Background: an optimization exercise with open tools, aiming at small area. Do not read the settings as production practice.
In this exercise RTL edits were held to simulation tests only and were not proved equivalent to the original.

==> design.v <==
`default_nettype none
package hsv2rgb_pkg;
  localparam int CHAN_BITS = 8;
  localparam int HUE_BITS  = 9;
endpackage
`default_nettype wire
`default_nettype none
module hsv_to_rgb_converter_unit (
  input  wire logic                                 clk,
  input  wire logic                                 rst,
  input  wire logic                                 in_valid,
  output logic                                      in_stall,
  input  wire logic [hsv2rgb_pkg::HUE_BITS-1:0]     hue,
  input  wire logic [hsv2rgb_pkg::CHAN_BITS-1:0]    saturation,
  input  wire logic [hsv2rgb_pkg::CHAN_BITS-1:0]    value,
  output logic                                      out_valid,
  input  wire logic                                 out_stall,
  output logic [hsv2rgb_pkg::CHAN_BITS-1:0]         red,
  output logic [hsv2rgb_pkg::CHAN_BITS-1:0]         green,
  output logic [hsv2rgb_pkg::CHAN_BITS-1:0]         blue,
  output logic [3*hsv2rgb_pkg::CHAN_BITS-1:0]       packed_color
);
  logic adv;
  assign adv      = !out_valid || !out_stall;
  assign in_stall = !adv;
  logic [8:0] base;
  logic [1:0] k2;
  logic [6:0] h1;
  logic       up;
  logic [2:0] sect;
  logic [5:0] r;
  always_comb begin
    if      (hue >= 9'd480) begin k2 = 2'd1; base = 9'd480; end
    else if (hue >= 9'd360) begin k2 = 2'd0; base = 9'd360; end
    else if (hue >= 9'd240) begin k2 = 2'd2; base = 9'd240; end
    else if (hue >= 9'd120) begin k2 = 2'd1; base = 9'd120; end
    else                    begin k2 = 2'd0; base = 9'd0;   end
    h1   = 7'(hue - base);
    up   = (h1 >= 7'd60);
    r    = up ? 6'(h1 - 7'd60) : 6'(7'd60 - h1);
    sect = {k2, up};
  end
  wire nz0 = (|value) & (|saturation);
  wire a0 = value[0] & saturation[0];
  wire a1 = value[0] & saturation[1];
  wire a2 = value[0] & saturation[2];
  wire a3 = value[0] & saturation[3];
  wire a4 = value[0] & saturation[4];
  wire a5 = value[0] & saturation[5];
  wire a6 = value[0] & saturation[6];
  wire a7 = value[0] & saturation[7];
  wire a8 = value[1] & saturation[0];
  wire a9 = value[1] & saturation[1];
  wire a10 = value[1] & saturation[2];
  wire a11 = value[1] & saturation[3];
  wire a12 = value[1] & saturation[4];
  wire a13 = value[1] & saturation[5];
  wire a14 = value[1] & saturation[6];
  wire a15 = value[1] & saturation[7];
  wire a16 = value[2] & saturation[0];
  wire a17 = value[2] & saturation[1];
  wire a18 = value[2] & saturation[2];
  wire a19 = value[2] & saturation[3];
  wire a20 = value[2] & saturation[4];
  wire a21 = value[2] & saturation[5];
  wire a22 = value[2] & saturation[6];
  wire a23 = value[2] & saturation[7];
  wire a24 = value[3] & saturation[0];
  wire a25 = value[3] & saturation[1];
  wire a26 = value[3] & saturation[2];
  wire a27 = value[3] & saturation[3];
  wire a28 = value[3] & saturation[4];
  wire a29 = value[3] & saturation[5];
  wire a30 = value[3] & saturation[6];
  wire a31 = value[3] & saturation[7];
  wire a32 = value[4] & saturation[0];
  wire a33 = value[4] & saturation[1];
  wire a34 = value[4] & saturation[2];
  wire a35 = value[4] & saturation[3];
  wire a36 = value[4] & saturation[4];
  wire a37 = value[4] & saturation[5];
  wire a38 = value[4] & saturation[6];
  wire a39 = value[4] & saturation[7];
  wire a40 = value[5] & saturation[0];
  wire a41 = value[5] & saturation[1];
  wire a42 = value[5] & saturation[2];
  wire a43 = value[5] & saturation[3];
  wire a44 = value[5] & saturation[4];
  wire a45 = value[5] & saturation[5];
  wire a46 = value[5] & saturation[6];
  wire a47 = value[5] & saturation[7];
  wire a48 = value[6] & saturation[0];
  wire a49 = value[6] & saturation[1];
  wire a50 = value[6] & saturation[2];
  wire a51 = value[6] & saturation[3];
  wire a52 = value[6] & saturation[4];
  wire a53 = value[6] & saturation[5];
  wire a54 = value[6] & saturation[6];
  wire a55 = value[6] & saturation[7];
  wire a56 = value[7] & saturation[0];
  wire a57 = value[7] & saturation[1];
  wire a58 = value[7] & saturation[2];
  wire a59 = value[7] & saturation[3];
  wire a60 = value[7] & saturation[4];
  wire a61 = value[7] & saturation[5];
  wire a62 = value[7] & saturation[6];
  wire a63 = value[7] & saturation[7];
  wire a64 = a6 ^ a13;
  wire a65 = a6 & a13;
  wire a66 = a7 ^ a14 ^ a21;
  wire a67 = (a7 & a14) | (a7 & a21) | (a14 & a21);
  wire a68 = a28 ^ a35;
  wire a69 = a28 & a35;
  wire a70 = a15 ^ a22 ^ a29;
  wire a71 = (a15 & a22) | (a15 & a29) | (a22 & a29);
  wire a72 = a36 ^ a43;
  wire a73 = a36 & a43;
  wire a74 = a23 ^ a30 ^ a37;
  wire a75 = (a23 & a30) | (a23 & a37) | (a30 & a37);
  wire a76 = a4 ^ a11;
  wire a77 = a4 & a11;
  wire a78 = a5 ^ a12 ^ a19;
  wire a79 = (a5 & a12) | (a5 & a19) | (a12 & a19);
  wire a80 = a26 ^ a33;
  wire a81 = a26 & a33;
  wire a82 = a20 ^ a27 ^ a34;
  wire a83 = (a20 & a27) | (a20 & a34) | (a27 & a34);
  wire a84 = a41 ^ a48 ^ a64;
  wire a85 = (a41 & a48) | (a41 & a64) | (a48 & a64);
  wire a86 = a42 ^ a49 ^ a56;
  wire a87 = (a42 & a49) | (a42 & a56) | (a49 & a56);
  wire a88 = a65 ^ a66 ^ a68;
  wire a89 = (a65 & a66) | (a65 & a68) | (a66 & a68);
  wire a90 = a50 ^ a57 ^ a67;
  wire a91 = (a50 & a57) | (a50 & a67) | (a57 & a67);
  wire a92 = a69 ^ a70 ^ a72;
  wire a93 = (a69 & a70) | (a69 & a72) | (a70 & a72);
  wire a94 = a44 ^ a51 ^ a58;
  wire a95 = (a44 & a51) | (a44 & a58) | (a51 & a58);
  wire a96 = a71 ^ a73 ^ a74;
  wire a97 = (a71 & a73) | (a71 & a74) | (a73 & a74);
  wire a98 = a31 ^ a38 ^ a45;
  wire a99 = (a31 & a38) | (a31 & a45) | (a38 & a45);
  wire a100 = a52 ^ a59 ^ a75;
  wire a101 = (a52 & a59) | (a52 & a75) | (a59 & a75);
  wire a102 = a39 ^ a46 ^ a53;
  wire a103 = (a39 & a46) | (a39 & a53) | (a46 & a53);
  wire a104 = a3 ^ a10;
  wire a105 = a3 & a10;
  wire a106 = a18 ^ a25 ^ a32;
  wire a107 = (a18 & a25) | (a18 & a32) | (a25 & a32);
  wire a108 = a40 ^ a77 ^ a78;
  wire a109 = (a40 & a77) | (a40 & a78) | (a77 & a78);
  wire a110 = a79 ^ a81 ^ a82;
  wire a111 = (a79 & a81) | (a79 & a82) | (a81 & a82);
  wire a112 = a83 ^ a85 ^ a86;
  wire a113 = (a83 & a85) | (a83 & a86) | (a85 & a86);
  wire a114 = a87 ^ a89 ^ a90;
  wire a115 = (a87 & a89) | (a87 & a90) | (a89 & a90);
  wire a116 = a91 ^ a93 ^ a94;
  wire a117 = (a91 & a93) | (a91 & a94) | (a93 & a94);
  wire a118 = a95 ^ a97 ^ a98;
  wire a119 = (a95 & a97) | (a95 & a98) | (a97 & a98);
  wire a120 = a60 ^ a99 ^ a101;
  wire a121 = (a60 & a99) | (a60 & a101) | (a99 & a101);
  wire a122 = a47 ^ a54 ^ a61;
  wire a123 = (a47 & a54) | (a47 & a61) | (a54 & a61);
  wire a124 = a2 ^ a9;
  wire a125 = a2 & a9;
  wire a126 = a17 ^ a24 ^ a104;
  wire a127 = (a17 & a24) | (a17 & a104) | (a24 & a104);
  wire a128 = a76 ^ a105 ^ a106;
  wire a129 = (a76 & a105) | (a76 & a106) | (a105 & a106);
  wire a130 = a80 ^ a107 ^ a108;
  wire a131 = (a80 & a107) | (a80 & a108) | (a107 & a108);
  wire a132 = a84 ^ a109 ^ a110;
  wire a133 = (a84 & a109) | (a84 & a110) | (a109 & a110);
  wire a134 = a88 ^ a111 ^ a112;
  wire a135 = (a88 & a111) | (a88 & a112) | (a111 & a112);
  wire a136 = a92 ^ a113 ^ a114;
  wire a137 = (a92 & a113) | (a92 & a114) | (a113 & a114);
  wire a138 = a96 ^ a115 ^ a116;
  wire a139 = (a96 & a115) | (a96 & a116) | (a115 & a116);
  wire a140 = a100 ^ a117 ^ a118;
  wire a141 = (a100 & a117) | (a100 & a118) | (a117 & a118);
  wire a142 = a102 ^ a119 ^ a120;
  wire a143 = (a102 & a119) | (a102 & a120) | (a119 & a120);
  wire a144 = a103 ^ a121 ^ a122;
  wire a145 = (a103 & a121) | (a103 & a122) | (a121 & a122);
  wire a146 = a55 ^ a62 ^ a123;
  wire a147 = (a55 & a62) | (a55 & a123) | (a62 & a123);
  wire a148 = a1 & a8;
  wire a149 = a16 & a124;
  wire a150 = a125 & a126;
  wire a151 = a127 & a128;
  wire a152 = a129 & a130;
  wire a153 = a131 & a132;
  wire a154 = a133 & a134;
  wire a155 = a135 & a136;
  wire a156 = a137 & a138;
  wire a157 = a139 & a140;
  wire a158 = a141 & a142;
  wire a159 = a143 & a144;
  wire a160 = a145 & a146;
  wire a161 = a63 & a147;
  wire a162 = a1 ^ a8;
  wire a163 = a16 ^ a124;
  wire a164 = a125 ^ a126;
  wire a165 = a127 ^ a128;
  wire a166 = a129 ^ a130;
  wire a167 = a131 ^ a132;
  wire a168 = a133 ^ a134;
  wire a169 = a135 ^ a136;
  wire a170 = a137 ^ a138;
  wire a171 = a139 ^ a140;
  wire a172 = a141 ^ a142;
  wire a173 = a143 ^ a144;
  wire a174 = a145 ^ a146;
  wire a175 = a63 ^ a147;
  wire a176 = a162 & a0;
  wire a177 = a164 & a149;
  wire a178 = a150 | a177;
  wire a179 = a164 & a163;
  wire a180 = a166 & a151;
  wire a181 = a152 | a180;
  wire a182 = a166 & a165;
  wire a183 = a168 & a153;
  wire a184 = a154 | a183;
  wire a185 = a168 & a167;
  wire a186 = a170 & a155;
  wire a187 = a156 | a186;
  wire a188 = a170 & a169;
  wire a189 = a172 & a157;
  wire a190 = a158 | a189;
  wire a191 = a172 & a171;
  wire a192 = a174 & a159;
  wire a193 = a160 | a192;
  wire a194 = a174 & a173;
  wire a195 = a163 & a148;
  wire a196 = a149 | a195;
  wire a197 = a163 & a176;
  wire a198 = a179 & a148;
  wire a199 = a178 | a198;
  wire a200 = a179 & a176;
  wire a201 = a167 & a181;
  wire a202 = a153 | a201;
  wire a203 = a167 & a182;
  wire a204 = a185 & a181;
  wire a205 = a184 | a204;
  wire a206 = a185 & a182;
  wire a207 = a171 & a187;
  wire a208 = a157 | a207;
  wire a209 = a171 & a188;
  wire a210 = a191 & a187;
  wire a211 = a190 | a210;
  wire a212 = a191 & a188;
  wire a213 = a175 & a193;
  wire a214 = a161 | a213;
  wire a215 = a175 & a194;
  wire a216 = a165 & a199;
  wire a217 = a151 | a216;
  wire a218 = a165 & a200;
  wire a219 = a182 & a199;
  wire a220 = a181 | a219;
  wire a221 = a182 & a200;
  wire a222 = a203 & a199;
  wire a223 = a202 | a222;
  wire a224 = a203 & a200;
  wire a225 = a206 & a199;
  wire a226 = a205 | a225;
  wire a227 = a206 & a200;
  wire a228 = a173 & a211;
  wire a229 = a159 | a228;
  wire a230 = a173 & a212;
  wire a231 = a194 & a211;
  wire a232 = a193 | a231;
  wire a233 = a194 & a212;
  wire a234 = a215 & a211;
  wire a235 = a214 | a234;
  wire a236 = a215 & a212;
  wire a237 = a169 & a226;
  wire a238 = a155 | a237;
  wire a239 = a169 & a227;
  wire a240 = a188 & a226;
  wire a241 = a187 | a240;
  wire a242 = a188 & a227;
  wire a243 = a209 & a226;
  wire a244 = a208 | a243;
  wire a245 = a209 & a227;
  wire a246 = a212 & a226;
  wire a247 = a211 | a246;
  wire a248 = a212 & a227;
  wire a249 = a230 & a226;
  wire a250 = a229 | a249;
  wire a251 = a230 & a227;
  wire a252 = a233 & a226;
  wire a253 = a232 | a252;
  wire a254 = a233 & a227;
  wire a255 = a236 & a226;
  wire a256 = a235 | a255;
  wire a257 = a236 & a227;
  wire a258 = a163 ^ a148;
  wire a259 = a164 ^ a196;
  wire a260 = a165 ^ a199;
  wire a261 = a166 ^ a217;
  wire a262 = a167 ^ a220;
  wire a263 = a168 ^ a223;
  wire a264 = a169 ^ a226;
  wire a265 = a170 ^ a238;
  wire a266 = a171 ^ a241;
  wire a267 = a172 ^ a244;
  wire a268 = a173 ^ a247;
  wire a269 = a174 ^ a250;
  wire a270 = a175 ^ a253;
  wire a271 = a264 & a0;
  wire a272 = a265 & a162;
  wire a273 = a266 & a258;
  wire a274 = a267 & a259;
  wire a275 = a268 & a260;
  wire a276 = a269 & a261;
  wire a277 = a270 & a262;
  wire a278 = a256 & a263;
  wire a279 = a264 ^ a0;
  wire a280 = a265 ^ a162;
  wire a281 = a266 ^ a258;
  wire a282 = a267 ^ a259;
  wire a283 = a268 ^ a260;
  wire a284 = a269 ^ a261;
  wire a285 = a270 ^ a262;
  wire a286 = a256 ^ a263;
  wire a287 = a280 & a271;
  wire a288 = a272 | a287;
  wire a289 = a280 & a279;
  wire a290 = a282 & a273;
  wire a291 = a274 | a290;
  wire a292 = a282 & a281;
  wire a293 = a284 & a275;
  wire a294 = a276 | a293;
  wire a295 = a284 & a283;
  wire a296 = a286 & a277;
  wire a297 = a278 | a296;
  wire a298 = a286 & a285;
  wire a299 = a281 & a288;
  wire a300 = a273 | a299;
  wire a301 = a281 & a289;
  wire a302 = a292 & a288;
  wire a303 = a291 | a302;
  wire a304 = a292 & a289;
  wire a305 = a285 & a294;
  wire a306 = a277 | a305;
  wire a307 = a285 & a295;
  wire a308 = a298 & a294;
  wire a309 = a297 | a308;
  wire a310 = a298 & a295;
  wire a311 = a283 & a303;
  wire a312 = a275 | a311;
  wire a313 = a283 & a304;
  wire a314 = a295 & a303;
  wire a315 = a294 | a314;
  wire a316 = a295 & a304;
  wire a317 = a307 & a303;
  wire a318 = a306 | a317;
  wire a319 = a307 & a304;
  wire a320 = a310 & a303;
  wire a321 = a309 | a320;
  wire a322 = a310 & a304;
  wire a323 = a279 ^ a321;
  wire a324 = ~a323;
  wire a325 = a321 & a279;
  wire a326 = a271 | a325;
  wire a327 = a280 ^ a326;
  wire a328 = ~a327;
  wire a329 = a321 & a289;
  wire a330 = a288 | a329;
  wire a331 = a281 ^ a330;
  wire a332 = ~a331;
  wire a333 = a321 & a301;
  wire a334 = a300 | a333;
  wire a335 = a282 ^ a334;
  wire a336 = ~a335;
  wire a337 = a321 & a304;
  wire a338 = a303 | a337;
  wire a339 = a283 ^ a338;
  wire a340 = ~a339;
  wire a341 = a321 & a313;
  wire a342 = a312 | a341;
  wire a343 = a284 ^ a342;
  wire a344 = ~a343;
  wire a345 = a321 & a316;
  wire a346 = a315 | a345;
  wire a347 = a285 ^ a346;
  wire a348 = ~a347;
  wire a349 = a321 & a319;
  wire a350 = a318 | a349;
  wire a351 = a286 ^ a350;
  wire a352 = ~a351;
  wire a353 = ~a264;
  wire a354 = a265 & a264;
  wire a355 = a265 & a353;
  wire a356 = a267 & a266;
  wire a357 = a269 & a268;
  wire a358 = a256 & a270;
  wire a359 = a266 & a354;
  wire a360 = a266 & a355;
  wire a361 = a356 & a354;
  wire a362 = a356 & a355;
  wire a363 = a270 & a357;
  wire a364 = a358 & a357;
  wire a365 = a268 & a361;
  wire a366 = a268 & a362;
  wire a367 = a357 & a361;
  wire a368 = a357 & a362;
  wire a369 = a363 & a361;
  wire a370 = a363 & a362;
  wire a371 = a364 & a361;
  wire a372 = a364 & a362;
  wire a373 = a265 ^ a264;
  wire a374 = a266 ^ a354;
  wire a375 = a267 ^ a359;
  wire a376 = a268 ^ a361;
  wire a377 = a269 ^ a365;
  wire a378 = a270 ^ a367;
  wire a379 = a256 ^ a369;
  wire a380 = ~a265;
  wire a381 = a380 & a264;
  wire a382 = a267 & a266;
  wire a383 = a269 & a268;
  wire a384 = a256 & a270;
  wire a385 = a266 & a265;
  wire a386 = a266 & a381;
  wire a387 = a382 & a265;
  wire a388 = a382 & a381;
  wire a389 = a270 & a383;
  wire a390 = a384 & a383;
  wire a391 = a268 & a387;
  wire a392 = a268 & a388;
  wire a393 = a383 & a387;
  wire a394 = a383 & a388;
  wire a395 = a389 & a387;
  wire a396 = a389 & a388;
  wire a397 = a390 & a387;
  wire a398 = a390 & a388;
  wire a399 = a266 ^ a265;
  wire a400 = a267 ^ a385;
  wire a401 = a268 ^ a387;
  wire a402 = a269 ^ a391;
  wire a403 = a270 ^ a393;
  wire a404 = a256 ^ a395;
  wire a405 = ~a321;
  wire a406 = nz0 & a405;
  wire a407 = a406 & a353;
  wire a408 = ~nz0;
  wire a409 = a408 & a264;
  wire a410 = a407 | a409;
  wire a411 = a321 & a264;
  wire a412 = ~a321;
  wire a413 = a412 & a410;
  wire a414 = a411 | a413;
  wire a415 = a406 & a373;
  wire a416 = ~nz0;
  wire a417 = a416 & a265;
  wire a418 = a415 | a417;
  wire a419 = a321 & a380;
  wire a420 = ~a321;
  wire a421 = a420 & a418;
  wire a422 = a419 | a421;
  wire a423 = a406 & a374;
  wire a424 = ~nz0;
  wire a425 = a424 & a266;
  wire a426 = a423 | a425;
  wire a427 = a321 & a399;
  wire a428 = ~a321;
  wire a429 = a428 & a426;
  wire a430 = a427 | a429;
  wire a431 = a406 & a375;
  wire a432 = ~nz0;
  wire a433 = a432 & a267;
  wire a434 = a431 | a433;
  wire a435 = a321 & a400;
  wire a436 = ~a321;
  wire a437 = a436 & a434;
  wire a438 = a435 | a437;
  wire a439 = a406 & a376;
  wire a440 = ~nz0;
  wire a441 = a440 & a268;
  wire a442 = a439 | a441;
  wire a443 = a321 & a401;
  wire a444 = ~a321;
  wire a445 = a444 & a442;
  wire a446 = a443 | a445;
  wire a447 = a406 & a377;
  wire a448 = ~nz0;
  wire a449 = a448 & a269;
  wire a450 = a447 | a449;
  wire a451 = a321 & a402;
  wire a452 = ~a321;
  wire a453 = a452 & a450;
  wire a454 = a451 | a453;
  wire a455 = a406 & a378;
  wire a456 = ~nz0;
  wire a457 = a456 & a270;
  wire a458 = a455 | a457;
  wire a459 = a321 & a403;
  wire a460 = ~a321;
  wire a461 = a460 & a458;
  wire a462 = a459 | a461;
  wire a463 = a406 & a379;
  wire a464 = ~nz0;
  wire a465 = a464 & a256;
  wire a466 = a463 | a465;
  wire a467 = a321 & a404;
  wire a468 = ~a321;
  wire a469 = a468 & a466;
  wire a470 = a467 | a469;
  logic        valid_q1;
  logic [2:0]  sect_q1;
  logic [5:0]  r_q1;
  logic [7:0]  v_q1;
  logic [7:0]  c_q1;
  logic [7:0]  d_q1;
  always_ff @(posedge clk) begin
    if (rst) begin
      valid_q1 <= 1'b0;
    end else if (adv) begin
      valid_q1 <= in_valid;
    end
  end
  always_ff @(posedge clk) begin
    if (adv) begin
      sect_q1 <= sect;
      r_q1    <= r;
      v_q1    <= value;
      c_q1    <= {a470, a462, a454, a446, a438, a430, a422, a414};
      d_q1    <= {a352, a348, a344, a340, a336, a332, a328, a324};
    end
  end
  logic [3:0] w52;
  logic [4:0] hsum;
  wire b0 = ~c_q1[0];
  wire b1 = ~c_q1[1];
  wire b2 = ~c_q1[2];
  wire b3 = ~c_q1[3];
  wire b4 = ~c_q1[4];
  wire b5 = ~c_q1[5];
  wire b6 = ~c_q1[6];
  wire b7 = ~c_q1[7];
  wire b8 = ~(v_q1[0] ^ b0);
  wire b9 = v_q1[0] | b0;
  wire b10 = v_q1[1] ^ b1 ^ b9;
  wire b11 = (v_q1[1] & b1) | (v_q1[1] & b9) | (b1 & b9);
  wire b12 = v_q1[2] ^ b2 ^ b11;
  wire b13 = (v_q1[2] & b2) | (v_q1[2] & b11) | (b2 & b11);
  wire b14 = v_q1[3] ^ b3 ^ b13;
  wire b15 = (v_q1[3] & b3) | (v_q1[3] & b13) | (b3 & b13);
  wire b16 = v_q1[4] ^ b4 ^ b15;
  wire b17 = (v_q1[4] & b4) | (v_q1[4] & b15) | (b4 & b15);
  wire b18 = v_q1[5] ^ b5 ^ b17;
  wire b19 = (v_q1[5] & b5) | (v_q1[5] & b17) | (b5 & b17);
  wire b20 = v_q1[6] ^ b6 ^ b19;
  wire b21 = (v_q1[6] & b6) | (v_q1[6] & b19) | (b6 & b19);
  wire b22 = v_q1[7] ^ b7 ^ b21;
  wire b23 = (v_q1[7] & b7) | (v_q1[7] & b21) | (b7 & b21);
  wire b24 = c_q1[0] & r_q1[0];
  wire b25 = c_q1[0] & r_q1[1];
  wire b26 = c_q1[0] & r_q1[2];
  wire b27 = c_q1[0] & r_q1[3];
  wire b28 = c_q1[0] & r_q1[4];
  wire b29 = c_q1[0] & r_q1[5];
  wire b30 = c_q1[1] & r_q1[0];
  wire b31 = c_q1[1] & r_q1[1];
  wire b32 = c_q1[1] & r_q1[2];
  wire b33 = c_q1[1] & r_q1[3];
  wire b34 = c_q1[1] & r_q1[4];
  wire b35 = c_q1[1] & r_q1[5];
  wire b36 = c_q1[2] & r_q1[0];
  wire b37 = c_q1[2] & r_q1[1];
  wire b38 = c_q1[2] & r_q1[2];
  wire b39 = c_q1[2] & r_q1[3];
  wire b40 = c_q1[2] & r_q1[4];
  wire b41 = c_q1[2] & r_q1[5];
  wire b42 = c_q1[3] & r_q1[0];
  wire b43 = c_q1[3] & r_q1[1];
  wire b44 = c_q1[3] & r_q1[2];
  wire b45 = c_q1[3] & r_q1[3];
  wire b46 = c_q1[3] & r_q1[4];
  wire b47 = c_q1[3] & r_q1[5];
  wire b48 = c_q1[4] & r_q1[0];
  wire b49 = c_q1[4] & r_q1[1];
  wire b50 = c_q1[4] & r_q1[2];
  wire b51 = c_q1[4] & r_q1[3];
  wire b52 = c_q1[4] & r_q1[4];
  wire b53 = c_q1[4] & r_q1[5];
  wire b54 = c_q1[5] & r_q1[0];
  wire b55 = c_q1[5] & r_q1[1];
  wire b56 = c_q1[5] & r_q1[2];
  wire b57 = c_q1[5] & r_q1[3];
  wire b58 = c_q1[5] & r_q1[4];
  wire b59 = c_q1[5] & r_q1[5];
  wire b60 = c_q1[6] & r_q1[0];
  wire b61 = c_q1[6] & r_q1[1];
  wire b62 = c_q1[6] & r_q1[2];
  wire b63 = c_q1[6] & r_q1[3];
  wire b64 = c_q1[6] & r_q1[4];
  wire b65 = c_q1[6] & r_q1[5];
  wire b66 = c_q1[7] & r_q1[0];
  wire b67 = c_q1[7] & r_q1[1];
  wire b68 = c_q1[7] & r_q1[2];
  wire b69 = c_q1[7] & r_q1[3];
  wire b70 = c_q1[7] & r_q1[4];
  wire b71 = c_q1[7] & r_q1[5];
  wire b72 = b28 ^ b33;
  wire b73 = b28 & b33;
  wire b74 = b29 ^ b34 ^ b39;
  wire b75 = (b29 & b34) | (b29 & b39) | (b34 & b39);
  wire b76 = b44 ^ b49;
  wire b77 = b44 & b49;
  wire b78 = b35 ^ b40 ^ b45;
  wire b79 = (b35 & b40) | (b35 & b45) | (b40 & b45);
  wire b80 = b50 ^ b55 ^ b60;
  wire b81 = (b50 & b55) | (b50 & b60) | (b55 & b60);
  wire b82 = b41 ^ b46 ^ b51;
  wire b83 = (b41 & b46) | (b41 & b51) | (b46 & b51);
  wire b84 = b56 ^ b61 ^ b66;
  wire b85 = (b56 & b61) | (b56 & b66) | (b61 & b66);
  wire b86 = b47 ^ b52 ^ b57;
  wire b87 = (b47 & b52) | (b47 & b57) | (b52 & b57);
  wire b88 = b62 ^ b67;
  wire b89 = b62 & b67;
  wire b90 = b53 ^ b58 ^ b63;
  wire b91 = (b53 & b58) | (b53 & b63) | (b58 & b63);
  wire b92 = b27 ^ b32;
  wire b93 = b27 & b32;
  wire b94 = b38 ^ b43 ^ b48;
  wire b95 = (b38 & b43) | (b38 & b48) | (b43 & b48);
  wire b96 = b54 ^ b73 ^ b74;
  wire b97 = (b54 & b73) | (b54 & b74) | (b73 & b74);
  wire b98 = b75 ^ b77 ^ b78;
  wire b99 = (b75 & b77) | (b75 & b78) | (b77 & b78);
  wire b100 = b79 ^ b81 ^ b82;
  wire b101 = (b79 & b81) | (b79 & b82) | (b81 & b82);
  wire b102 = b83 ^ b85 ^ b86;
  wire b103 = (b83 & b85) | (b83 & b86) | (b85 & b86);
  wire b104 = b68 ^ b87 ^ b89;
  wire b105 = (b68 & b87) | (b68 & b89) | (b87 & b89);
  wire b106 = b59 ^ b64 ^ b69;
  wire b107 = (b59 & b64) | (b59 & b69) | (b64 & b69);
  wire b108 = b26 ^ b31;
  wire b109 = b26 & b31;
  wire b110 = b37 ^ b42 ^ b92;
  wire b111 = (b37 & b42) | (b37 & b92) | (b42 & b92);
  wire b112 = b72 ^ b93 ^ b94;
  wire b113 = (b72 & b93) | (b72 & b94) | (b93 & b94);
  wire b114 = b76 ^ b95 ^ b96;
  wire b115 = (b76 & b95) | (b76 & b96) | (b95 & b96);
  wire b116 = b80 ^ b97 ^ b98;
  wire b117 = (b80 & b97) | (b80 & b98) | (b97 & b98);
  wire b118 = b84 ^ b99 ^ b100;
  wire b119 = (b84 & b99) | (b84 & b100) | (b99 & b100);
  wire b120 = b88 ^ b101 ^ b102;
  wire b121 = (b88 & b101) | (b88 & b102) | (b101 & b102);
  wire b122 = b90 ^ b103 ^ b104;
  wire b123 = (b90 & b103) | (b90 & b104) | (b103 & b104);
  wire b124 = b91 ^ b105 ^ b106;
  wire b125 = (b91 & b105) | (b91 & b106) | (b105 & b106);
  wire b126 = b65 ^ b70 ^ b107;
  wire b127 = (b65 & b70) | (b65 & b107) | (b70 & b107);
  wire b128 = b25 & b30;
  wire b129 = b36 & b108;
  wire b130 = b109 & b110;
  wire b131 = b111 & b112;
  wire b132 = b113 & b114;
  wire b133 = b115 & b116;
  wire b134 = b117 & b118;
  wire b135 = b119 & b120;
  wire b136 = b121 & b122;
  wire b137 = b123 & b124;
  wire b138 = b125 & b126;
  wire b139 = b71 & b127;
  wire b140 = b25 ^ b30;
  wire b141 = b36 ^ b108;
  wire b142 = b109 ^ b110;
  wire b143 = b111 ^ b112;
  wire b144 = b113 ^ b114;
  wire b145 = b115 ^ b116;
  wire b146 = b117 ^ b118;
  wire b147 = b119 ^ b120;
  wire b148 = b121 ^ b122;
  wire b149 = b123 ^ b124;
  wire b150 = b125 ^ b126;
  wire b151 = b71 ^ b127;
  wire b152 = b140 & b24;
  wire b153 = b142 & b129;
  wire b154 = b130 | b153;
  wire b155 = b142 & b141;
  wire b156 = b144 & b131;
  wire b157 = b132 | b156;
  wire b158 = b144 & b143;
  wire b159 = b146 & b133;
  wire b160 = b134 | b159;
  wire b161 = b146 & b145;
  wire b162 = b148 & b135;
  wire b163 = b136 | b162;
  wire b164 = b148 & b147;
  wire b165 = b150 & b137;
  wire b166 = b138 | b165;
  wire b167 = b150 & b149;
  wire b168 = b155 & b128;
  wire b169 = b154 | b168;
  wire b170 = b155 & b152;
  wire b171 = b161 & b157;
  wire b172 = b160 | b171;
  wire b173 = b161 & b158;
  wire b174 = b167 & b163;
  wire b175 = b166 | b174;
  wire b176 = b167 & b164;
  wire b177 = b173 & b169;
  wire b178 = b172 | b177;
  wire b179 = b173 & b170;
  wire b180 = b176 & b178;
  wire b181 = b175 | b180;
  wire b182 = b176 & b179;
  wire b183 = b158 & b169;
  wire b184 = b157 | b183;
  wire b185 = b158 & b170;
  wire b186 = b164 & b178;
  wire b187 = b163 | b186;
  wire b188 = b164 & b179;
  wire b189 = b141 & b128;
  wire b190 = b129 | b189;
  wire b191 = b141 & b152;
  wire b192 = b143 & b169;
  wire b193 = b131 | b192;
  wire b194 = b143 & b170;
  wire b195 = b145 & b184;
  wire b196 = b133 | b195;
  wire b197 = b145 & b185;
  wire b198 = b147 & b178;
  wire b199 = b135 | b198;
  wire b200 = b147 & b179;
  wire b201 = b149 & b187;
  wire b202 = b137 | b201;
  wire b203 = b149 & b188;
  wire b204 = b151 & b181;
  wire b205 = b139 | b204;
  wire b206 = b151 & b182;
  wire b207 = b141 ^ b128;
  wire b208 = b142 ^ b190;
  wire b209 = b143 ^ b169;
  wire b210 = b144 ^ b193;
  wire b211 = b145 ^ b184;
  wire b212 = b146 ^ b196;
  wire b213 = b147 ^ b178;
  wire b214 = b148 ^ b199;
  wire b215 = b149 ^ b187;
  wire b216 = b150 ^ b202;
  wire b217 = b151 ^ b181;
  wire b218 = b211 & b207;
  wire b219 = b212 & b208;
  wire b220 = b213 & b209;
  wire b221 = b214 & b210;
  wire b222 = b211 ^ b207;
  wire b223 = b212 ^ b208;
  wire b224 = b213 ^ b209;
  wire b225 = b214 ^ b210;
  wire b226 = b223 & b218;
  wire b227 = b219 | b226;
  wire b228 = b223 & b222;
  wire b229 = b225 & b220;
  wire b230 = b221 | b229;
  wire b231 = b225 & b224;
  wire b232 = b216 & b215;
  wire b233 = b205 & b217;
  wire b234 = b231 & b227;
  wire b235 = b230 | b234;
  wire b236 = b231 & b228;
  wire b237 = b233 & b232;
  wire b238 = b237 & b235;
  wire b239 = b237 & b236;
  wire b240 = b232 & b235;
  wire b241 = b232 & b236;
  wire b242 = b224 & b227;
  wire b243 = b220 | b242;
  wire b244 = b224 & b228;
  wire b245 = b215 & b235;
  wire b246 = b215 & b236;
  wire b247 = b217 & b240;
  wire b248 = b217 & b241;
  wire b249 = b223 ^ b218;
  wire b250 = b224 ^ b227;
  wire b251 = b225 ^ b243;
  wire b252 = b215 ^ b235;
  wire b253 = b216 ^ b245;
  wire b254 = b217 ^ b240;
  wire b255 = b205 ^ b247;
  wire b256 = b252 & b222;
  wire b257 = b253 & b249;
  wire b258 = b254 & b250;
  wire b259 = b255 & b251;
  wire b260 = b252 ^ b222;
  wire b261 = b253 ^ b249;
  wire b262 = b254 ^ b250;
  wire b263 = b255 ^ b251;
  wire b264 = b261 & b256;
  wire b265 = b257 | b264;
  wire b266 = b261 & b260;
  wire b267 = b263 & b258;
  wire b268 = b259 | b267;
  wire b269 = b263 & b262;
  wire b270 = b269 & b265;
  wire b271 = b268 | b270;
  wire b272 = b269 & b266;
  wire b273 = b262 & b265;
  wire b274 = b258 | b273;
  wire b275 = b262 & b266;
  wire b276 = b261 ^ b256;
  wire b277 = b262 ^ b265;
  wire b278 = b263 ^ b274;
  wire b279 = v_q1[4] ^ b211;
  wire b280 = v_q1[4] & b211;
  wire b281 = v_q1[5] ^ b212 ^ b208;
  wire b282 = (v_q1[5] & b212) | (v_q1[5] & b208) | (b212 & b208);
  wire b283 = v_q1[6] ^ b213 ^ b209;
  wire b284 = (v_q1[6] & b213) | (v_q1[6] & b209) | (b213 & b209);
  wire b285 = v_q1[7] ^ b214 ^ b210;
  wire b286 = (v_q1[7] & b214) | (v_q1[7] & b210) | (b214 & b210);
  wire b287 = v_q1[0] ^ b207;
  wire b288 = v_q1[0] & b207;
  wire b289 = v_q1[1] ^ b208 ^ b288;
  wire b290 = (v_q1[1] & b208) | (v_q1[1] & b288) | (b208 & b288);
  wire b291 = v_q1[2] ^ b209 ^ b290;
  wire b292 = (v_q1[2] & b209) | (v_q1[2] & b290) | (b209 & b290);
  wire b293 = v_q1[3] ^ b210 ^ b292;
  wire b294 = (v_q1[3] & b210) | (v_q1[3] & b292) | (b210 & b292);
  wire b295 = b207 ^ b279 ^ b294;
  wire b296 = (b207 & b279) | (b207 & b294) | (b279 & b294);
  wire b297 = b280 ^ b281 ^ b296;
  wire b298 = (b280 & b281) | (b280 & b296) | (b281 & b296);
  wire b299 = b282 ^ b283 ^ b298;
  wire b300 = (b282 & b283) | (b282 & b298) | (b283 & b298);
  wire b301 = b284 ^ b285 ^ b300;
  wire b302 = (b284 & b285) | (b284 & b300) | (b285 & b300);
  wire b303 = d_q1[0] & r_q1[0];
  wire b304 = d_q1[0] & r_q1[1];
  wire b305 = d_q1[0] & r_q1[2];
  wire b306 = d_q1[0] & r_q1[3];
  wire b307 = d_q1[0] & r_q1[4];
  wire b308 = d_q1[0] & r_q1[5];
  wire b309 = d_q1[1] & r_q1[0];
  wire b310 = d_q1[1] & r_q1[1];
  wire b311 = d_q1[1] & r_q1[2];
  wire b312 = d_q1[1] & r_q1[3];
  wire b313 = d_q1[1] & r_q1[4];
  wire b314 = d_q1[1] & r_q1[5];
  wire b315 = d_q1[2] & r_q1[0];
  wire b316 = d_q1[2] & r_q1[1];
  wire b317 = d_q1[2] & r_q1[2];
  wire b318 = d_q1[2] & r_q1[3];
  wire b319 = d_q1[2] & r_q1[4];
  wire b320 = d_q1[2] & r_q1[5];
  wire b321 = d_q1[3] & r_q1[0];
  wire b322 = d_q1[3] & r_q1[1];
  wire b323 = d_q1[3] & r_q1[2];
  wire b324 = d_q1[3] & r_q1[3];
  wire b325 = d_q1[3] & r_q1[4];
  wire b326 = d_q1[3] & r_q1[5];
  wire b327 = d_q1[4] & r_q1[0];
  wire b328 = d_q1[4] & r_q1[1];
  wire b329 = d_q1[4] & r_q1[2];
  wire b330 = d_q1[4] & r_q1[3];
  wire b331 = d_q1[4] & r_q1[4];
  wire b332 = d_q1[4] & r_q1[5];
  wire b333 = d_q1[5] & r_q1[0];
  wire b334 = d_q1[5] & r_q1[1];
  wire b335 = d_q1[5] & r_q1[2];
  wire b336 = d_q1[5] & r_q1[3];
  wire b337 = d_q1[5] & r_q1[4];
  wire b338 = d_q1[5] & r_q1[5];
  wire b339 = d_q1[6] & r_q1[0];
  wire b340 = d_q1[6] & r_q1[1];
  wire b341 = d_q1[6] & r_q1[2];
  wire b342 = d_q1[6] & r_q1[3];
  wire b343 = d_q1[6] & r_q1[4];
  wire b344 = d_q1[6] & r_q1[5];
  wire b345 = d_q1[7] & r_q1[0];
  wire b346 = d_q1[7] & r_q1[1];
  wire b347 = d_q1[7] & r_q1[2];
  wire b348 = d_q1[7] & r_q1[3];
  wire b349 = d_q1[7] & r_q1[4];
  wire b350 = d_q1[7] & r_q1[5];
  wire b351 = b307 ^ b312;
  wire b352 = b307 & b312;
  wire b353 = b308 ^ b313 ^ b318;
  wire b354 = (b308 & b313) | (b308 & b318) | (b313 & b318);
  wire b355 = b323 ^ b328;
  wire b356 = b323 & b328;
  wire b357 = b314 ^ b319 ^ b324;
  wire b358 = (b314 & b319) | (b314 & b324) | (b319 & b324);
  wire b359 = b329 ^ b334 ^ b339;
  wire b360 = (b329 & b334) | (b329 & b339) | (b334 & b339);
  wire b361 = b320 ^ b325 ^ b330;
  wire b362 = (b320 & b325) | (b320 & b330) | (b325 & b330);
  wire b363 = b335 ^ b340 ^ b345;
  wire b364 = (b335 & b340) | (b335 & b345) | (b340 & b345);
  wire b365 = b326 ^ b331 ^ b336;
  wire b366 = (b326 & b331) | (b326 & b336) | (b331 & b336);
  wire b367 = b341 ^ b346;
  wire b368 = b341 & b346;
  wire b369 = b332 ^ b337 ^ b342;
  wire b370 = (b332 & b337) | (b332 & b342) | (b337 & b342);
  wire b371 = b306 ^ b311;
  wire b372 = b306 & b311;
  wire b373 = b317 ^ b322 ^ b327;
  wire b374 = (b317 & b322) | (b317 & b327) | (b322 & b327);
  wire b375 = b333 ^ b352 ^ b353;
  wire b376 = (b333 & b352) | (b333 & b353) | (b352 & b353);
  wire b377 = b354 ^ b356 ^ b357;
  wire b378 = (b354 & b356) | (b354 & b357) | (b356 & b357);
  wire b379 = b358 ^ b360 ^ b361;
  wire b380 = (b358 & b360) | (b358 & b361) | (b360 & b361);
  wire b381 = b362 ^ b364 ^ b365;
  wire b382 = (b362 & b364) | (b362 & b365) | (b364 & b365);
  wire b383 = b347 ^ b366 ^ b368;
  wire b384 = (b347 & b366) | (b347 & b368) | (b366 & b368);
  wire b385 = b338 ^ b343 ^ b348;
  wire b386 = (b338 & b343) | (b338 & b348) | (b343 & b348);
  wire b387 = b305 ^ b310;
  wire b388 = b305 & b310;
  wire b389 = b316 ^ b321 ^ b371;
  wire b390 = (b316 & b321) | (b316 & b371) | (b321 & b371);
  wire b391 = b351 ^ b372 ^ b373;
  wire b392 = (b351 & b372) | (b351 & b373) | (b372 & b373);
  wire b393 = b355 ^ b374 ^ b375;
  wire b394 = (b355 & b374) | (b355 & b375) | (b374 & b375);
  wire b395 = b359 ^ b376 ^ b377;
  wire b396 = (b359 & b376) | (b359 & b377) | (b376 & b377);
  wire b397 = b363 ^ b378 ^ b379;
  wire b398 = (b363 & b378) | (b363 & b379) | (b378 & b379);
  wire b399 = b367 ^ b380 ^ b381;
  wire b400 = (b367 & b380) | (b367 & b381) | (b380 & b381);
  wire b401 = b369 ^ b382 ^ b383;
  wire b402 = (b369 & b382) | (b369 & b383) | (b382 & b383);
  wire b403 = b370 ^ b384 ^ b385;
  wire b404 = (b370 & b384) | (b370 & b385) | (b384 & b385);
  wire b405 = b344 ^ b349 ^ b386;
  wire b406 = (b344 & b349) | (b344 & b386) | (b349 & b386);
  wire b407 = b304 & b309;
  wire b408 = b315 & b387;
  wire b409 = b388 & b389;
  wire b410 = b390 & b391;
  wire b411 = b392 & b393;
  wire b412 = b394 & b395;
  wire b413 = b396 & b397;
  wire b414 = b398 & b399;
  wire b415 = b400 & b401;
  wire b416 = b402 & b403;
  wire b417 = b404 & b405;
  wire b418 = b350 & b406;
  wire b419 = b304 ^ b309;
  wire b420 = b315 ^ b387;
  wire b421 = b388 ^ b389;
  wire b422 = b390 ^ b391;
  wire b423 = b392 ^ b393;
  wire b424 = b394 ^ b395;
  wire b425 = b396 ^ b397;
  wire b426 = b398 ^ b399;
  wire b427 = b400 ^ b401;
  wire b428 = b402 ^ b403;
  wire b429 = b404 ^ b405;
  wire b430 = b350 ^ b406;
  wire b431 = b419 & b303;
  wire b432 = b421 & b408;
  wire b433 = b409 | b432;
  wire b434 = b421 & b420;
  wire b435 = b423 & b410;
  wire b436 = b411 | b435;
  wire b437 = b423 & b422;
  wire b438 = b425 & b412;
  wire b439 = b413 | b438;
  wire b440 = b425 & b424;
  wire b441 = b427 & b414;
  wire b442 = b415 | b441;
  wire b443 = b427 & b426;
  wire b444 = b429 & b416;
  wire b445 = b417 | b444;
  wire b446 = b429 & b428;
  wire b447 = b420 & b407;
  wire b448 = b408 | b447;
  wire b449 = b420 & b431;
  wire b450 = b434 & b407;
  wire b451 = b433 | b450;
  wire b452 = b434 & b431;
  wire b453 = b424 & b436;
  wire b454 = b412 | b453;
  wire b455 = b424 & b437;
  wire b456 = b440 & b436;
  wire b457 = b439 | b456;
  wire b458 = b440 & b437;
  wire b459 = b428 & b442;
  wire b460 = b416 | b459;
  wire b461 = b428 & b443;
  wire b462 = b446 & b442;
  wire b463 = b445 | b462;
  wire b464 = b446 & b443;
  wire b465 = b422 & b451;
  wire b466 = b410 | b465;
  wire b467 = b422 & b452;
  wire b468 = b437 & b451;
  wire b469 = b436 | b468;
  wire b470 = b437 & b452;
  wire b471 = b455 & b451;
  wire b472 = b454 | b471;
  wire b473 = b455 & b452;
  wire b474 = b458 & b451;
  wire b475 = b457 | b474;
  wire b476 = b458 & b452;
  wire b477 = b430 & b463;
  wire b478 = b418 | b477;
  wire b479 = b430 & b464;
  wire b480 = b426 & b475;
  wire b481 = b414 | b480;
  wire b482 = b426 & b476;
  wire b483 = b443 & b475;
  wire b484 = b442 | b483;
  wire b485 = b443 & b476;
  wire b486 = b461 & b475;
  wire b487 = b460 | b486;
  wire b488 = b461 & b476;
  wire b489 = b464 & b475;
  wire b490 = b463 | b489;
  wire b491 = b464 & b476;
  wire b492 = b479 & b475;
  wire b493 = b478 | b492;
  wire b494 = b479 & b476;
  wire b495 = b420 ^ b407;
  wire b496 = b421 ^ b448;
  wire b497 = b422 ^ b451;
  wire b498 = b423 ^ b466;
  wire b499 = b424 ^ b469;
  wire b500 = b425 ^ b472;
  wire b501 = b426 ^ b475;
  wire b502 = b427 ^ b481;
  wire b503 = b428 ^ b484;
  wire b504 = b429 ^ b487;
  wire b505 = b430 ^ b490;
  wire b506 = b303 & b501;
  wire b507 = b419 & b502;
  wire b508 = b495 & b503;
  wire b509 = b496 & b504;
  wire b510 = b497 & b505;
  wire b511 = b498 & b493;
  wire b512 = b303 ^ b501;
  wire b513 = b419 ^ b502;
  wire b514 = b495 ^ b503;
  wire b515 = b496 ^ b504;
  wire b516 = b497 ^ b505;
  wire b517 = b498 ^ b493;
  wire b518 = b506 | b512;
  wire b519 = b513 & b518;
  wire b520 = b507 | b519;
  wire b521 = b513 & b512;
  wire b522 = b515 & b508;
  wire b523 = b509 | b522;
  wire b524 = b515 & b514;
  wire b525 = b517 & b510;
  wire b526 = b511 | b525;
  wire b527 = b517 & b516;
  wire b528 = b500 & b499;
  wire b529 = b514 & b520;
  wire b530 = b508 | b529;
  wire b531 = b514 & b521;
  wire b532 = b524 & b520;
  wire b533 = b523 | b532;
  wire b534 = b524 & b521;
  wire b535 = b499 & b526;
  wire b536 = b499 & b527;
  wire b537 = b528 & b526;
  wire b538 = b528 & b527;
  wire b539 = b516 & b533;
  wire b540 = b510 | b539;
  wire b541 = b516 & b534;
  wire b542 = b527 & b533;
  wire b543 = b526 | b542;
  wire b544 = b527 & b534;
  wire b545 = b536 & b533;
  wire b546 = b535 | b545;
  wire b547 = b536 & b534;
  wire b548 = b538 & b533;
  wire b549 = b537 | b548;
  wire b550 = b538 & b534;
  wire b551 = ~b512;
  wire b552 = b513 ^ b518;
  wire b553 = b514 ^ b520;
  wire b554 = b515 ^ b530;
  wire b555 = b516 ^ b533;
  wire b556 = b517 ^ b540;
  wire b557 = b499 ^ b543;
  wire b558 = b500 ^ b546;
  wire b559 = b501 & b549;
  wire b560 = b501 ^ b549;
  wire b561 = b502 & b559;
  wire b562 = b502 & b560;
  wire b563 = b504 & b503;
  wire b564 = b493 & b505;
  wire b565 = b503 & b561;
  wire b566 = b503 & b562;
  wire b567 = b563 & b561;
  wire b568 = b563 & b562;
  wire b569 = b505 & b567;
  wire b570 = b505 & b568;
  wire b571 = b564 & b567;
  wire b572 = b564 & b568;
  wire b573 = b502 ^ b559;
  wire b574 = b503 ^ b561;
  wire b575 = b504 ^ b565;
  wire b576 = b505 ^ b567;
  wire b577 = b493 ^ b569;
  wire b578 = ~b560;
  wire b579 = ~b573;
  wire b580 = ~b574;
  wire b581 = ~b575;
  wire b582 = ~b576;
  wire b583 = ~b577;
  wire b584 = b24 & b578;
  wire b585 = b140 & b579;
  wire b586 = w52[0] & b580;
  wire b587 = w52[1] & b581;
  wire b588 = w52[2] & b582;
  wire b589 = w52[3] & b583;
  wire b590 = b24 ^ b578;
  wire b591 = b140 ^ b579;
  wire b592 = w52[0] ^ b580;
  wire b593 = w52[1] ^ b581;
  wire b594 = w52[2] ^ b582;
  wire b595 = w52[3] ^ b583;
  wire b596 = b591 & b584;
  wire b597 = b585 | b596;
  wire b598 = b591 & b590;
  wire b599 = b593 & b586;
  wire b600 = b587 | b599;
  wire b601 = b593 & b592;
  wire b602 = b595 & b588;
  wire b603 = b589 | b602;
  wire b604 = b595 & b594;
  wire b605 = b592 & b597;
  wire b606 = b586 | b605;
  wire b607 = b592 & b598;
  wire b608 = b601 & b597;
  wire b609 = b600 | b608;
  wire b610 = b601 & b598;
  wire b611 = b594 & b609;
  wire b612 = b588 | b611;
  wire b613 = b594 & b610;
  wire b614 = b604 & b609;
  wire b615 = b603 | b614;
  wire b616 = b604 & b610;
  wire b617 = b591 ^ b584;
  wire b618 = b592 ^ b597;
  wire b619 = b593 ^ b606;
  wire b620 = b594 ^ b609;
  wire b621 = b595 ^ b612;
  assign hsum   = {b271, b278, b277, b276, b260};
  assign w52    = (hsum >= 5'd15) ? 4'(hsum - 5'd15) : hsum[3:0];
  logic [2:0] sect_q2;
  logic [7:0] v_q2;
  logic [7:0] p_q2;
  logic [7:0] a_q2;
  logic [3:0] w52_q2;
  logic       bit_q2;
  always_ff @(posedge clk) begin
    if (rst) begin
      out_valid <= 1'b0;
    end else if (adv) begin
      out_valid <= valid_q1;
    end
  end
  always_ff @(posedge clk) begin
    if (adv) begin
      sect_q2 <= sect_q1;
      v_q2    <= v_q1;
      p_q2    <= {b22, b20, b18, b16, b14, b12, b10, b8};
      a_q2    <= {b301, b299, b297, b295, b293, b291, b289, b287};
      w52_q2  <= w52;
      bit_q2  <= b615;
    end
  end
  logic [7:0] x;
  wire o0 = ~w52_q2[0];
  wire o1 = ~w52_q2[1];
  wire o2 = ~w52_q2[2];
  wire o3 = ~w52_q2[3];
  wire o4 = ~w52_q2[0];
  wire o5 = ~w52_q2[1];
  wire o6 = ~w52_q2[2];
  wire o7 = ~w52_q2[3];
  wire o8 = ~bit_q2;
  wire o9 = a_q2[0] ^ o0 ^ o8;
  wire o10 = (a_q2[0] & o0) | (a_q2[0] & o8) | (o0 & o8);
  wire o11 = a_q2[1] ^ o1 ^ o10;
  wire o12 = (a_q2[1] & o1) | (a_q2[1] & o10) | (o1 & o10);
  wire o13 = a_q2[2] ^ o2 ^ o12;
  wire o14 = (a_q2[2] & o2) | (a_q2[2] & o12) | (o2 & o12);
  wire o15 = a_q2[3] ^ o3 ^ o14;
  wire o16 = (a_q2[3] & o3) | (a_q2[3] & o14) | (o3 & o14);
  wire o17 = a_q2[4] ^ o4 ^ o16;
  wire o18 = (a_q2[4] & o4) | (a_q2[4] & o16) | (o4 & o16);
  wire o19 = a_q2[5] ^ o5 ^ o18;
  wire o20 = (a_q2[5] & o5) | (a_q2[5] & o18) | (o5 & o18);
  wire o21 = a_q2[6] ^ o6 ^ o20;
  wire o22 = (a_q2[6] & o6) | (a_q2[6] & o20) | (o6 & o20);
  wire o23 = a_q2[7] ^ o7 ^ o22;
  wire o24 = (a_q2[7] & o7) | (a_q2[7] & o22) | (o7 & o22);
  assign x = {o23, o21, o19, o17, o15, o13, o11, o9};
  always_comb begin
    case (sect_q2)
      3'd0:    begin red = v_q2; green = x;    blue = p_q2; end
      3'd1:    begin red = x;    green = v_q2; blue = p_q2; end
      3'd2:    begin red = p_q2; green = v_q2; blue = x;    end
      3'd3:    begin red = p_q2; green = x;    blue = v_q2; end
      3'd4:    begin red = x;    green = p_q2; blue = v_q2; end
      default: begin red = v_q2; green = p_q2; blue = x;    end
    endcase
  end
  assign packed_color = {red, green, blue};
endmodule
`default_nettype wire
==> flow/run.sh <==
#!/bin/bash
# Layout flow: the standard flow with two changes to synthesis and one
# to placement.
#  - Synthesis: Yosys's synth runs without its quick ABC pass (-noabc), so
#    the full adders written in the RTL reach extract_fa without inverted
#    polarities, and the final ABC mapping uses flow/area.abc (area-oriented
#    mapping). Registers, their names and cell types are unchanged.
#  - Ports are buffered with sky130_fd_sc_hd__buf_1, and the buffers that
#    synthesis puts between outputs sharing a net are buf_1 too.
# Each tool's output goes to the ORFS logs under orfs/logs; make's output to
# standard.log.
set -euo pipefail
WORK=$PWD
FLOW=$WORK/flow
{
  echo 'proc synth {args} { yosys synth -nofsm -noshare -noabc {*}$args }'
  echo 'proc abc {args} {'
  echo '  set i [lsearch $args -script]'
  echo "  if { \$i >= 0 } { set args [lreplace \$args \$i [expr {\$i + 1}] -script $FLOW/area.abc] }"
  echo '  yosys abc {*}$args'
  echo '}'
  tail -n +2 synth_recipe.tcl
} > my_synth.tcl
bash standard.sh SYNTH_SCRIPT=$WORK/my_synth.tcl \
  "BUFFER_PORTS_ARGS=-buffer_cell sky130_fd_sc_hd__buf_1" \
  "MIN_BUF_CELL_AND_PORTS=sky130_fd_sc_hd__buf_1 A X" finish > standard.log 2>&1
==> flow/area.abc <==
strash
dch -f
amap
topo
==> standard.sh <==
#!/bin/bash
# synth_recipe.tcl (not shown) runs the flow's synth.tcl, then flattens the netlist and writes it again
# the make line also repeats each setting of config.mk as NAME=value (left out here)
make -C /OpenROAD-flow-scripts/flow DESIGN_CONFIG=/design/flow/config.mk WORK_HOME=/design/flow/orfs CLKGATE_MAP_FILE= SYNTH_SCRIPT=/design/flow/synth_recipe.tcl "${@:-finish}"
==> config.mk <==
export PLATFORM = sky130hd
export DESIGN_NAME = hsv_to_rgb_converter_unit
export DESIGN_NICKNAME = hsv_to_rgb_converter_unit
export VERILOG_FILES = /design/flow/design.v
export SDC_FILE = /design/flow/constraint.sdc
export NUM_CORES = 4
export LEC_CHECK = 0
export ABC_AREA = 1
export CAP_MARGIN = 20
export CORE_MARGIN = 2
export CORE_UTILIZATION = 75
export CTS_BUF_LIST = sky130_fd_sc_hd__clkbuf_2 sky130_fd_sc_hd__clkbuf_4 sky130_fd_sc_hd__clkbuf_8
export GPL_TIMING_DRIVEN = 0
export SLEW_MARGIN = 20
==> constraint.sdc <==
create_clock -name core_clock -period 7.5 [get_ports {clk}]
set_input_delay 1.5000 -clock core_clock [delete_from_list [all_inputs] [get_ports {clk}]]
set_output_delay 1.5000 -clock core_clock [all_outputs]
set_load 0.01 [all_outputs]
==> notes.md, run 1 <==
H-Tree Depth 3; Critical Path Max Stage Delay between 400 and 500 ps; fin crit period between 7000 and 8000 ps; ANT nets after route 0; Seq cells post-synth 67; cts bufs inserted 9; Pre-antenna DRT Iters 7; std cell rows 38; vias in the first global route between 7000 and 8000; Worst EP arrival between 7000 and 8000 ps; slowest CP cell fa_1; Setup TNS 0 ps; most crowded layer after global routing met2; Final Skew ~11 ps; Post-Synth XOR/XNOR Area 0.00104; Layout fillers 550; largest cells by area after synthesis fa_1 28%, edfxtp_1 23%, ha_1 15%; clock sinks 67; drt drc 0; Final Hold Viols 0; Synth Area in Adders 0.433; clock latency on the worst-skew pair around 350 ps; Worst-path clk slew 80 ps; gr usage total 0.349; post-route cell area between 9000 and 10000 um^2; I/O Buffers 78; Startpoint Class input port; multiplexer share of the synthesized area 0; initial antenna violation count 0; Buf/Inv on CP 4; hold-fix buffers at CTS 0; synth unique cells 37; Synth-to-Final Area Change 12.1%; main combinational cell family by area after synthesis adder cells; height of the die roughly 110 um; M1 GR Usage 0.405; Pins Over Slew Limit 0; M3 GR Usage 0.0553; area of the core between 10000 and 15000 um^2; HP Class flop to flop; CP required roughly 7600 ps; # diodes 0; total gr overflow 0; simple-gate share of the synthesized area 0.143; synthesized area per cell roughly 9.3 um^2; share of the synthesized area in the top cell type 0.284; outcome no timing/DRC/antenna violations; Nets between 1000 and 1500; critical path fanouts, max 8; fin cells around 1200; top cell type by total area after synthesis fa_1; Placed Area between 8000 and 9000 um^2; Initial Utilization 0.774; Bufs on Longest Clock Path 2; period utilization 0.967; Top Ports around 80; fmax 138 MHz; pin slew with the least headroom to its limit around 930 ps; CTS tree built; number of max-cap violations 0; M2 GR Usage 0.644; die area roughly 12000 um^2; DR iter-0 viols between 600 and 700; DIE WIDTH 110 um; Mapped Cells roughly 900; dpl hpwl 15900 um; dpl cells around 1100; post-synthesis net count between 1000 and 1500; Via Count 7084; worst slack at placement -1230 ps; final worst slack 244 ps; Synth Area in Compound Gates 0.127; sequential share of the synthesized area 0.235; first-pass GRT wire length between 30000 and 40000 um; drt wl/cell 17.5 um; Worst path most repeated cell fa_1; Synth Warn # 1; largest net degree at the start of global routing between 60 and 70; Slew Limit Headroom 0.372; kind of critical path input port to flop; final WL 20300 um; share of cells above drive strength 1 0.0737; critical path's top delay family adder cells; RePlAce Congestion 0.901; Vias/cell between 6 and 7; endpoint class of the critical path flop; clk root buf clkbuf_8; Final setup violation count 0; synthesized area around 8500 um^2
==> cell usage after synthesis <==
cell	instances
nor2_1	225
fa_1	120
clkinv_1	113
ha_1	101
a21oi_1	68
edfxtp_1	65
nand2_1	51
o21ai_0	41
buf_1	24
o22a_1	16
nand3_1	11
o221ai_1	11
a21o_1	8
nor3_1	7
a22oi_1	6
a211oi_1	4
o22ai_1	4
o31ai_1	4
a31oi_1	3
nor2b_1	3
a221oi_1	2
and3_1	2
dfxtp_1	2
nor4_1	2
or2_0	2
a31o_1	1
a32o_1	1
a32oi_1	1
and2_0	1
nand2b_1	1
nand3b_1	1
nand4_1	1
o21bai_1	1
o311ai_0	1
o32a_1	1
o41ai_1	1
xor2_1	1
==> worst paths after layout <==
kind	depth (start not counted)	slack [ps]	start	end
worst max-delay path	26	240	value[0]	d_q1[7]
worst min-delay path	0	440	sect_q1[0]	sect_q2[0]
worst min register to register	0	440	sect_q1[0]	sect_q2[0]
worst max register to register	30	440	r_q1[5]	bit_q2
==> metrics by stage <==
stage	hold WS [ps]	utilization
floorplan	400	-
global placement	403	0.816
detailed placement	408	0.820
CTS	431	0.849
global route	433	0.867
finish	437	0.867
==> placed cells by master, fill, tap and decap left out, drive strengths merged, types with 4 or more instances in the layout <==
cell type | synthesis | final
nor3 | 7 | 7
nand3 | 11 | 11
o31ai | 4 | 4
clkinv | 113 | 104
o21ai | 41 | 41
nand2 | 51 | 51
a211oi | 4 | 4
a21oi | 68 | 68
o221ai | 11 | 11
edfxtp | 65 | 65
nor2 | 225 | 225
a22oi | 6 | 6
o22ai | 4 | 4
inv | 0 | 9
fa | 120 | 120
clkbuf | 0 | 12
buf | 24 | 118
ha | 101 | 101
o22a | 16 | 16
a21o | 8 | 8
==> kinds of logic after synthesis <==
family                     count (synthesis)
buffers and inverters                    137
AOI/OAI and AO/OA                        174
xor gates and xnor gates                   1
DFF                                       67
and+or+nand+nor                          307
adders and majority gates                221
==> final cells by class <==
class / count / area (um^2) / area share
inverter: 113 / 460 / 0.0486
buffer: 24 / 90.1 / 0.00950
multi-input combinational: 703 / 6090 / 0.642
tap: 140 / 175 / 0.0185
timing repair buffer: 95 / 442 / 0.0466
clock buffer: 11 / 145 / 0.0153
clock inverter: 5 / 85.1 / 0.00897
sequential: 67 / 1990 / 0.210
==> state kept, by name (all words and copies together), names as in the netlist <==
signal and cells:
out_valid 1, p_q2 8, w52_q2 4, c_q1 8
sect_q2 3, a_q2 8, r_q1 6, v_q2 8
sect_q1 3, bit_q2 1, d_q1 8, valid_q1 1
v_q1 8
==> metal layers <==
metal,wire [um],vias to the layer above
li1,-,3265
met1,7530,3377
met2,10500,364
met3,1440,78
met4,835,0
met5,0,-
==> repair_timing <==
item / 4_1_cts / 5_1_grt
cloned: 0 / 0
buffers inserted: 1 / 15
pin swaps: 1 / 4
hold endpoints to repair: 0 / 0
resized for setup: 27 / 28
setup endpoints to repair: 17 / 17
==> run 2: changes to the inputs <==
--- a/config.mk
+++ b/config.mk
@@ -10,5 +10,6 @@
 export CORE_MARGIN = 2
 export CORE_UTILIZATION = 75
 export CTS_BUF_LIST = sky130_fd_sc_hd__clkbuf_2 sky130_fd_sc_hd__clkbuf_4 sky130_fd_sc_hd__clkbuf_8
-export GPL_TIMING_DRIVEN = 0
+export CTS_CLUSTER_DIAMETER = 100
+export CTS_CLUSTER_SIZE = 30
 export SLEW_MARGIN = 20
==> run 2 against run 1 <==
  * Cell area shrank 0.86%
  * Area after synthesis is the same
  * Count of clock-buffer cells in the layout shrank 2
  * Final cell count shrank 0.43%
  * Register-to-register slack lost 150 ps
  * Global-route usage grew 2.4 points
  * Clock skew grew 1.1 ps
  * Critical endpoint is now bit_q2
  * Synthesized cell count is the same
  * First-iteration DRC count grew 4.5%
==> notes.md, run 2 <==
outcome no timing/DRC/antenna violations (unchanged); Placed Area 9090 um^2 (was 8960 um^2); Critical Path Max Stage Delay 510 ps (was 470 ps); Hold WS 433 ps (was 437 ps); vias in the first global route 7453 (was 7048); Synth-to-Final Area Change 11.1% (was 12.1%); H-Tree Depth 3 (unchanged); largest cells by area after synthesis fa_1 28%, edfxtp_1 23%, ha_1 15% (unchanged); clock latency on the worst-skew pair 360 ps (was 350 ps); drt drc 0 (unchanged); cts bufs inserted 9 (unchanged); Vias/cell 6.27 (was 6.12); synth unique cells 37 (unchanged); FF/Latch Area 1990 um^2 (unchanged); fin crit period 7210 ps (was 7260 ps); DR iter-0 viols 698 (was 668); Layout fillers 598 (was 550); unrepaired setup endpoints after global routing true; period utilization 0.961 (was 0.967); multi-input logic area 6040 um^2 (was 6090 um^2); top cell type by total area after synthesis fa_1 (unchanged); pin slew with the least headroom to its limit 1120 ps (was 933 ps); critical path fanouts, max 4 (was 8); number of max-cap violations 0 (unchanged); Nets 1258 (was 1263); largest net degree at the start of global routing 68 (was 65); kind of critical path flop to flop (was input port to flop); HP Class flop to flop (unchanged); clock sinks 67 (unchanged); I/O Buffers 78 (unchanged); dpl hpwl 17300 um (was 15900 um); fmax 139 MHz (was 138 MHz); ANT nets after route 0 (unchanged); Final Hold Viols 0 (unchanged); # diodes 0 (unchanged); drt wl/cell 18.7 um (was 17.5 um); Worst EP arrival 7320 ps (was 7350 ps); clk root buf clkbuf_8 (unchanged); Bufs on Longest Clock Path 2 (unchanged); Slew Limit Headroom 0.243 (was 0.372); die area 12100 um^2 (unchanged); critical path's top delay family adder cells (unchanged); Initial Utilization 0.774 (unchanged); top-count cell post-synth nor2_1 (unchanged); first-pass GRT wire length 34100 um (was 32200 um); Via Count 7229 (was 7084); synthesized area per cell 9.33 um^2 (unchanged); Post-synth EDFFs 65 (unchanged); share of the synthesized area in the top cell type 0.284 (unchanged); async set-reset flop share out of synthesis 0 (unchanged); most used flip-flop cell after synthesis edfxtp_1 (unchanged); fin cells 1153 (was 1158); Synth Warn # 1 (unchanged); CTS tree built (unchanged); Pre-antenna DRT Iters 6 (was 7); post-route cell area 9400 um^2 (was 9480 um^2); Final setup violation count 0 (unchanged); dpl cells 1134 (was 1126); hold-fix buffers at CTS 0 (unchanged); Top Ports 79 (unchanged); total gr overflow 0 (unchanged); final WL 21600 um (was 20300 um); Seq cells post-synth 67 (unchanged); height of the die 110 um (unchanged); Setup TNS 0 ps (unchanged); sequential share of the synthesized area 0.235 (unchanged); Worst-path clk slew 80 ps (about the same); commonest non-fill, non-tap cell in the layout nor2_1 (unchanged); top cells by count, synth 225 x nor2_1, 120 x fa_1, 113 x clkinv_1 (unchanged); synthesized area 8460 um^2 (unchanged); area of the core 10900 um^2 (unchanged); Final Skew 12.2 ps (was 11.0 ps); endpoint class of the critical path flop (unchanged); share of cells above drive strength 1 0.0740 (was 0.0737); Startpoint Class flop (was input port); commonest cells after routing, fill and taps aside 222 x nor2_1, 118 x fa_1, 106 x clkinv_1, 100 x ha_1, 78 x buf_1 (was 223 x nor2_1, 117 x fa_1, 101 x buf_1, 99 x ha_1, 95 x clkinv_1); post-synthesis net count 1157 (unchanged); RePlAce Congestion 0.971 (was 0.901); Mapped Cells 907 (unchanged); Pins Over Slew Limit 0 (unchanged); slowest CP cell fa_1 (unchanged); Buf/Inv on CP 2 (was 4); gr usage total 0.374 (was 0.349); initial antenna violation count 0 (unchanged); CP required 7610 ps (was 7600 ps); DIE WIDTH 110 um (unchanged); std cell rows 38 (unchanged)
[run 2: kinds of logic after synthesis]
logic type,count (synthesis),share of synthesized area
simple gates,307,0.143
buf+inv,137,0.0608
xor+xnor,1,0.00104
compound gates,174,0.127
fa+ha+maj,221,0.433
flops,67,0.235
[run 2: final cells by class]
type / instances / area share
repair buffers: 114 / 0.0599
well taps: 140 / 0.0186
clock inverters: 7 / 0.00812
multi-input cells: 703 / 0.642
flip-flops and latches: 67 / 0.212
inverters: 113 / 0.0459
clock buffers: 9 / 0.0132
[run 2: worst register-to-register path, delay by kind of cell (launching register included)]
family / cells / cell delay (ps)
AO/OA/AOI/OAI: 9 / 1540
adder cells (fa/ha/maj): 11 / 4080
AND/OR/NAND/NOR: 7 / 700
buffers and inverters: 2 / 220
flip-flops: 1 / 400
[run 2: final timing paths]
kind,startpoint,endpoint,slack [ps],depth (start not counted)
setup / recovery,c_q1[1],bit_q2,290,29
hold / removal,sect_q1[1],sect_q2[1],430,0
setup reg to reg,c_q1[1],bit_q2,290,29
hold reg to reg,sect_q1[1],sect_q2[1],430,0
[run 2: metrics by stage]
step | setup slack [ps] | util
after floorplan | 115 | -
after global placement | 95.1 | 0.831
after detailed placement | -191 | 0.831
after CTS | 50.3 | 0.852
after global routing | 7.69 | 0.859
final | 293 | 0.859
[run 2: timing repair]
item / CTS / global route
buffers inserted: 2 / 1
cloned: 0 / 0
gates resized for setup: 3 / 22
endpoints found under the setup margin: 1 / 17
pin swaps: 0 / 2
[run 2: metal layers]
layer	vias up	wire length, um	share of wire	global-route usage
li1	3255	-	-	-
met1	3415	7770	0.36	0.406
met2	447	11100	0.51	0.684
met3	112	1620	0.075	0.0852
met4	0	1070	0.050	0.182
met5	-	0	0	0

## re-timing with driven ports
No port has a modelled driver above. Below, the same layouts with a new extraction and two added sets of constraints. Step 1 (the two cells are an assumption about what drives the block):
set clk [get_ports {clk}]
set_driving_cell -lib_cell sky130_fd_sc_hd__clkbuf_16 $clk
set_driving_cell -lib_cell sky130_fd_sc_hd__buf_2 [delete_from_list [all_inputs] $clk]
Step 2, shift: input delay + t, output delay - t, t = (earliest + latest rising clock arrival at the registers) / 2. This alone moves slack from input paths to output paths. Slacks: ideal ports / drivers / drivers and shift; pairs: ideal ports / drivers.
| run | t, ns | slack for setup (ns) | worst register clock-pin slew, ns | worst data-port slew with drivers (ns) |
|---|---|---|---|---|
| run 1 | 0.378 | 0.244 / 0.255 / -0.123 | 0.08 / 0.08 | 0.03 |
| run 2 | 0.393 | 0.293 / 0.293 / 0.065 | 0.08 / 0.08 | 0.04 |
With both steps, setup timing fails in run 1, where it was met with ideal ports. The setup slack of run 1, which loses most, moves by +0.011 ns with the drivers and by -0.367 ns with both steps.
